Background: an optimization exercise with open tools, aiming at small area. Do not read the settings as production practice.
The RTL was checked by simulation tests, not by an equivalence proof against the original design.

## pepper
==> flow/design.v <==
module gps_ack_multi #(
  parameter int          NCH       = 4,
  parameter int          SAMPLE_W  = 1,
  parameter int          ACC_W     = 16,
  parameter int          INT_LEN   = 4000,
  parameter int          PHASES    = 1023,
  parameter logic [31:0] CODE_STEP = 32'd1098437886
) (
  input  logic                 clk,
  input  logic                 rst,
  input  logic                 ack_start,
  input  logic                 adc_clk,
  input  logic [SAMPLE_W-1:0]  i_sample,
  input  logic [SAMPLE_W-1:0]  q_sample,
  input  logic [NCH*5-1:0]     sat,
  output logic                 busy,
  output logic                 int_active,
  output logic                 corr_complete,
  output logic [9:0]           code_phase,
  output logic [NCH*ACC_W-1:0] integrator,
  output logic [NCH*10-1:0]    peak_phase,
  output logic [NCH*ACC_W-1:0] peak_mag,
  output logic                 done
);
  localparam logic [2:0] IDLE   = 3'b000;
  localparam logic [2:0] IDLE_D = 3'b001;   
  localparam logic [2:0] SLEW   = 3'b010;
  localparam logic [2:0] SLEW_C = 3'b011;   
  localparam logic [2:0] ARM    = 3'b100;
  localparam logic [2:0] INTEG  = 3'b101;
  localparam logic [2:0] DUMP   = 3'b110;
  localparam logic [2:0] DONE   = 3'b111;   
  logic [2:0]  state, state_n;
  logic        s_idle, s_slew, s_run, s_dump, clr;
  logic        flag;                   
  logic [9:0]  phase;
  logic [10:1] g1, g2, g1_adv, g2_adv;
  logic [11:0] nco, nco_inc, nco_sum;
  logic        carry, last, slew_end, adv;
  logic [19:0] sat_q;
  logic        adc_prev, accept;
  logic [3:0]  chip, en;
  logic [1:0]  chip_u, chip_q;
  logic        sel01;
  logic [7:0]  cs;
  logic [10:0] cq [8];
  logic [10:0] cabs [8];
  logic [11:0] mh [4];
  logic [3:0]  gt;
  logic [11:0] integ_h [4];
  logic [11:0] peak_h [4];
  logic [9:0]  pphase [4];
  assign s_idle = (state[2:1] == 2'b00);
  assign s_slew = (state[2:1] == 2'b01);
  assign s_run  = (state[2:1] == 2'b10);
  assign s_dump = (state == DUMP);
  assign clr    = rst | (s_idle & ack_start);
  assign busy          = state[2] | state[1];
  assign done          = (state == IDLE_D);
  assign corr_complete = state[1] & state[0];
  assign int_active    = (state == INTEG);
  always_comb begin
    logic c;
    c = flag;
    for (int k = 0; k < 10; k++) begin
      phase[k] = code_phase[k] ^ c;
      c        = c & code_phase[k];
    end
  end
  assign accept   = adc_clk & ~adc_prev & s_run;
  assign carry    = (nco >= 12'd2977);
  assign last     = (nco == 12'd2977);
  assign slew_end = (nco == 12'd0);
  assign adv      = s_slew ? ~slew_end : (accept & carry);
  assign nco_inc  = s_run ? (accept ? (carry ? 12'd1119 : 12'd1023) : 12'd0) : {12{~slew_end}};
  assign g1_adv   = {g1[9:1], g1[3] ^ g1[10]};
  assign g2_adv   = {g2[9:1], g2[2] ^ g2[3] ^ g2[6] ^ g2[8] ^ g2[9] ^ g2[10]};
  always_comb begin
    logic c;
    c = 1'b0;
    for (int k = 0; k < 12; k++) begin
      nco_sum[k] = nco[k] ^ nco_inc[k] ^ c;
      c          = (nco[k] & nco_inc[k]) | (c & (nco[k] ^ nco_inc[k]));
    end
  end
  function automatic logic tap_xor(input logic [4:0] prn, input logic [10:1] g);
    case (prn)
      5'd1:  tap_xor = g[2] ^ g[6];   5'd2:  tap_xor = g[3] ^ g[7];
      5'd3:  tap_xor = g[4] ^ g[8];   5'd4:  tap_xor = g[5] ^ g[9];
      5'd5:  tap_xor = g[1] ^ g[9];   5'd6:  tap_xor = g[2] ^ g[10];
      5'd7:  tap_xor = g[1] ^ g[8];   5'd8:  tap_xor = g[2] ^ g[9];
      5'd9:  tap_xor = g[3] ^ g[10];  5'd10: tap_xor = g[2] ^ g[3];
      5'd11: tap_xor = g[3] ^ g[4];   5'd12: tap_xor = g[5] ^ g[6];
      5'd13: tap_xor = g[6] ^ g[7];   5'd14: tap_xor = g[7] ^ g[8];
      5'd15: tap_xor = g[8] ^ g[9];   5'd16: tap_xor = g[9] ^ g[10];
      5'd17: tap_xor = g[1] ^ g[4];   5'd18: tap_xor = g[2] ^ g[5];
      5'd19: tap_xor = g[3] ^ g[6];   5'd20: tap_xor = g[4] ^ g[7];
      5'd21: tap_xor = g[5] ^ g[8];   5'd22: tap_xor = g[6] ^ g[9];
      5'd23: tap_xor = g[1] ^ g[3];   5'd24: tap_xor = g[4] ^ g[6];
      5'd25: tap_xor = g[5] ^ g[7];   5'd26: tap_xor = g[6] ^ g[8];
      5'd27: tap_xor = g[7] ^ g[9];   5'd28: tap_xor = g[8] ^ g[10];
      5'd29: tap_xor = g[1] ^ g[6];   5'd30: tap_xor = g[2] ^ g[7];
      5'd31: tap_xor = g[3] ^ g[8];
      default: tap_xor = g[2] ^ g[6];   
    endcase
  endfunction
  assign sel01 = adc_prev | ~s_run;
  always_comb begin
    for (int u = 0; u < 2; u++)
      chip_u[u] = g1[10] ^ tap_xor(sel01 ? sat_q[u*5 +: 5] : sat_q[(u+2)*5 +: 5], g2);
    chip = {chip_u, chip_q};
    for (int c = 0; c < 4; c++) en[c] = |sat_q[c*5 +: 5];
  end
  always_ff @(posedge clk) if (sel01) chip_q <= chip_u;
  always_comb begin
    state_n = state;
    case (state)
      IDLE, IDLE_D: state_n = ack_start ? SLEW : IDLE;
      SLEW, SLEW_C: state_n = slew_end ? ARM : SLEW;
      ARM:          if (accept) state_n = last ? DUMP : INTEG;
      INTEG:        if (accept && last) state_n = DUMP;
      DUMP:         state_n = (flag && code_phase == 10'(PHASES - 2)) ? DONE : SLEW_C;
      DONE:         state_n = IDLE_D;
      default:      state_n = IDLE;
    endcase
  end
  always_ff @(posedge clk) begin
    if (rst) state <= IDLE;
    else     state <= state_n;
  end
  always_ff @(posedge clk) begin
    adc_prev <= adc_clk;
    if (s_idle) begin
      flag  <= 1'b0;
      sat_q <= sat;
    end else if (s_dump) begin
      flag <= 1'b1;
    end
    if (s_dump) begin
      g1 <= 10'b1111111110;
      g2 <= 10'b1111111110;
    end else if (!(s_slew || s_run)) begin
      g1 <= '1;
      g2 <= '1;
    end else if (adv) begin
      g1 <= g1_adv;
      g2 <= g2_adv;
    end
    if (s_dump)                    nco <= {2'b00, phase};
    else if (!(s_slew || s_run))   nco <= '0;
    else                           nco <= nco_sum;
  end
  always_ff @(posedge clk) begin
    for (int a = 0; a < 8; a++) begin
      logic [11:0] t;
      t[0] = accept & en[a/2] & (chip[a/2] == ((a % 2) ? q_sample[0] : i_sample[0]));
      for (int k = 0; k < 11; k++) t[k+1] = t[k] & cq[a][k];
      if (!s_run) begin
        cs[a] <= 1'b1;
        cq[a] <= en[a/2] ? 11'd47 : 11'h7ff;
      end else begin
        cq[a] <= (cq[a] ^ t[10:0]) | {10'd0, t[11]};
        if (t[11]) cs[a] <= 1'b0;
      end
    end
  end
  always_comb begin
    for (int a = 0; a < 8; a++) cabs[a] = cq[a] ^ {11{~cs[a]}};    
    for (int c = 0; c < 4; c++) begin
      logic cy, cg;
      logic [11:0] mn;
      cy = 1'b1;
      for (int k = 0; k < 11; k++) begin
        mn[k] = cabs[2*c][k] ^ cabs[2*c+1][k] ^ cy;
        cy    = (cabs[2*c][k] & cabs[2*c+1][k]) | (cy & (cabs[2*c][k] ^ cabs[2*c+1][k]));
      end
      mn[11] = cy;
      mh[c]  = ~mn;
      cg = 1'b1;
      for (int k = 0; k < 12; k++)
        cg = (mn[k] & peak_h[c][k]) | (cg & (mn[k] | peak_h[c][k]));
      gt[c] = ~cg;
    end
  end
  always_ff @(posedge clk) begin
    if (clr) begin
      code_phase <= '0;
      for (int c = 0; c < 4; c++) begin
        integ_h[c] <= '0;
        peak_h[c]  <= '0;
        pphase[c]  <= '0;
      end
    end else if (s_dump) begin
      code_phase <= phase;
      for (int c = 0; c < 4; c++) begin
        integ_h[c] <= mh[c];
        if (gt[c]) begin
          peak_h[c] <= mh[c];
          pphase[c] <= phase;
        end
      end
    end
  end
  always_comb begin
    for (int c = 0; c < 4; c++) begin
      integrator[c*16 +: 16] = {3'b000, integ_h[c], 1'b0};
      peak_mag[c*16 +: 16]   = {3'b000, peak_h[c], 1'b0};
      peak_phase[c*10 +: 10] = pphase[c];
    end
  end
endmodule
clock: 8.0 ns
lec_check: 0
cap_margin: 20
core_margin: 2
core_utilization: 65
cts_buf_list: sky130_fd_sc_hd__clkbuf_4
cts_cluster_diameter: 40
cts_cluster_size: 8
place_density: 0.75
slew_margin: 20
standard.sh (not shown) runs the stock make flow with config.mk's settings and CLKGATE_MAP_FILE= SYNTH_SCRIPT=/design/flow/synth_recipe.tcl, a recipe that flattens the netlist after the stock synthesis.
==> flow/flow/run.sh <==
#!/bin/bash
# Own layout flow: the standard synthesis, then the logic between the registers is mapped
# again by ABC for area (registers, their names and cell types are kept), then the standard
# layout with the ports buffered by the smallest buffer and a clock tree of small clock
# buffers without dummy loads. Each tool's output goes to its own log.
set -euo pipefail
W=$(pwd)
R=$W/orfs/results/$FLOW_PLATFORM/gps_ack_multi/base
LIB=$FLOW_HOME/platforms/$FLOW_PLATFORM/lib/sky130_fd_sc_hd__tt_025C_1v80.lib
YOSYS=$FLOW_HOME/../tools/install/yosys/bin/yosys
[[ -x $YOSYS ]] || YOSYS=yosys

bash standard.sh synth > synth.log 2>&1

python3 flow/genmap.py "$LIB" "$W/comb_map.v" > genmap.log 2>&1
DU=$(sed -n '/DONT_USE_CELLS/,/^$/p' $FLOW_HOME/platforms/$FLOW_PLATFORM/config.mk | grep -o 'sky130_fd_sc_hd__[A-Za-z0-9_]*' | sed 's/^/-dont_use /' | tr '\n' ' ')
cp "$R/1_2_yosys.v" "$W/1_2_yosys.standard.v"
cat > resyn.ys <<EOS
read_liberty -lib $LIB
read_verilog $W/1_2_yosys.standard.v
hierarchy -top $FLOW_TOP
techmap -map $W/comb_map.v
techmap
opt_expr
opt_clean
abc -liberty $LIB $DU -script $W/flow/resyn.abc
setundef -zero
splitnets
opt_clean -purge
hilomap -singleton -hicell sky130_fd_sc_hd__conb_1 HI -locell sky130_fd_sc_hd__conb_1 LO
opt_clean -purge
check -assert -mapped
stat -liberty $LIB
write_verilog -noattr -nohex -nodec $R/1_2_yosys.v
EOS
$YOSYS -s resyn.ys > resyn.log 2>&1
rm -f "$R/1_synth.odb"

bash standard.sh "BUFFER_PORTS_ARGS=-buffer_cell sky130_fd_sc_hd__buf_1" \
  "CTS_ARGS=-sink_clustering_enable -repair_clock_nets -dont_use_dummy_load -sink_clustering_size 8 -sink_clustering_max_diameter 40 -buf_list sky130_fd_sc_hd__clkbuf_4" finish > layout.log 2>&1
Other scripts of this flow, unchanged in this note and not shown: flow/flow/genmap.py, flow/flow/resyn.abc
## Diff of input files: xenon against pepper
# pepper
export LEC_CHECK = 0
export CAP_MARGIN = 20
export CORE_MARGIN = 2
export CORE_UTILIZATION = 65
export CTS_BUF_LIST = sky130_fd_sc_hd__clkbuf_4
export CTS_CLUSTER_DIAMETER = 40
export CTS_CLUSTER_SIZE = 8
export PLACE_DENSITY = 0.75
export SLEW_MARGIN = 20
create_clock -name core_clock -period 8.0 [get_ports {clk}]
# xenon
export LEC_CHECK = 0
export CAP_MARGIN = 20
export CORE_MARGIN = 2
export CORE_UTILIZATION = 65
export CTS_BUF_LIST = sky130_fd_sc_hd__clkbuf_4
export CTS_CLUSTER_DIAMETER = 50
export CTS_CLUSTER_SIZE = 10
export PLACE_DENSITY = 0.75
export SLEW_MARGIN = 20
create_clock -name core_clock -period 8.0 [get_ports {clk}]
-- flow/flow/run.sh --
<<< pepper, line 3
# again by ABC for area (registers, their names and cell types are kept), then the standard
# layout with the ports buffered by the smallest buffer and a clock tree of small clock
# buffers without dummy loads. Each tool's output goes to its own log.
set -euo pipefail
>>> xenon, line 3
# again by ABC for area (registers, their names and cell types are kept), then the standard
# layout with the ports buffered by the smallest buffer. Each tool's output goes to its own log.
set -euo pipefail
<<< pepper, line 39
bash standard.sh "BUFFER_PORTS_ARGS=-buffer_cell sky130_fd_sc_hd__buf_1" \
  "CTS_ARGS=-sink_clustering_enable -repair_clock_nets -dont_use_dummy_load -sink_clustering_size 8 -sink_clustering_max_diameter 40 -buf_list sky130_fd_sc_hd__clkbuf_4" finish > layout.log 2>&1
>>> xenon, line 38
bash standard.sh "BUFFER_PORTS_ARGS=-buffer_cell sky130_fd_sc_hd__buf_1" \
  "CTS_ARGS=-sink_clustering_enable -repair_clock_nets -dont_use_dummy_load -sink_clustering_size 10 -sink_clustering_max_diameter 50 -buf_list sky130_fd_sc_hd__clkbuf_4" finish > layout.log 2>&1
## What came out
For fraction of met1 tracks used by global routing, xenon and pepper come out practically identical.
Comparing number of clock buffers in the layout for xenon and pepper, the smaller number came from xenon.
Looking only at share of the clock period used by the worst path after layout, and setting everything else aside, the higher value of xenon and pepper goes to xenon.

[re-timing with driven ports]
The flow's constraints put no driver on any port. The routed layouts listed below were extracted and timed again, unchanged, in two steps. Step 1 assumes that a clkbuf_16 drives the clock port and a buf_2 every other input. Step 2 moves the port delays by t, midway between the first and last clock arrival at a register: inputs arrive t later, outputs are due t later. That takes back most of the time a late clock gives input paths. Slacks: no drivers / after step 1 / after step 2; pairs: no drivers / after step 1.
| run | t, ns | slack for setup (ns) | clock arrival spread, ns | cell pins on the clock port's net |
|---|---|---|---|---|
| pepper | 0.674 | 0.906 / 0.906 / 0.906 | 0.068 / 0.068 | 1 |
| xenon | 0.654 | 0.893 / 0.893 / 0.893 | 0.083 / 0.082 | 1 |
After both steps setup and hold are still met in every run listed.
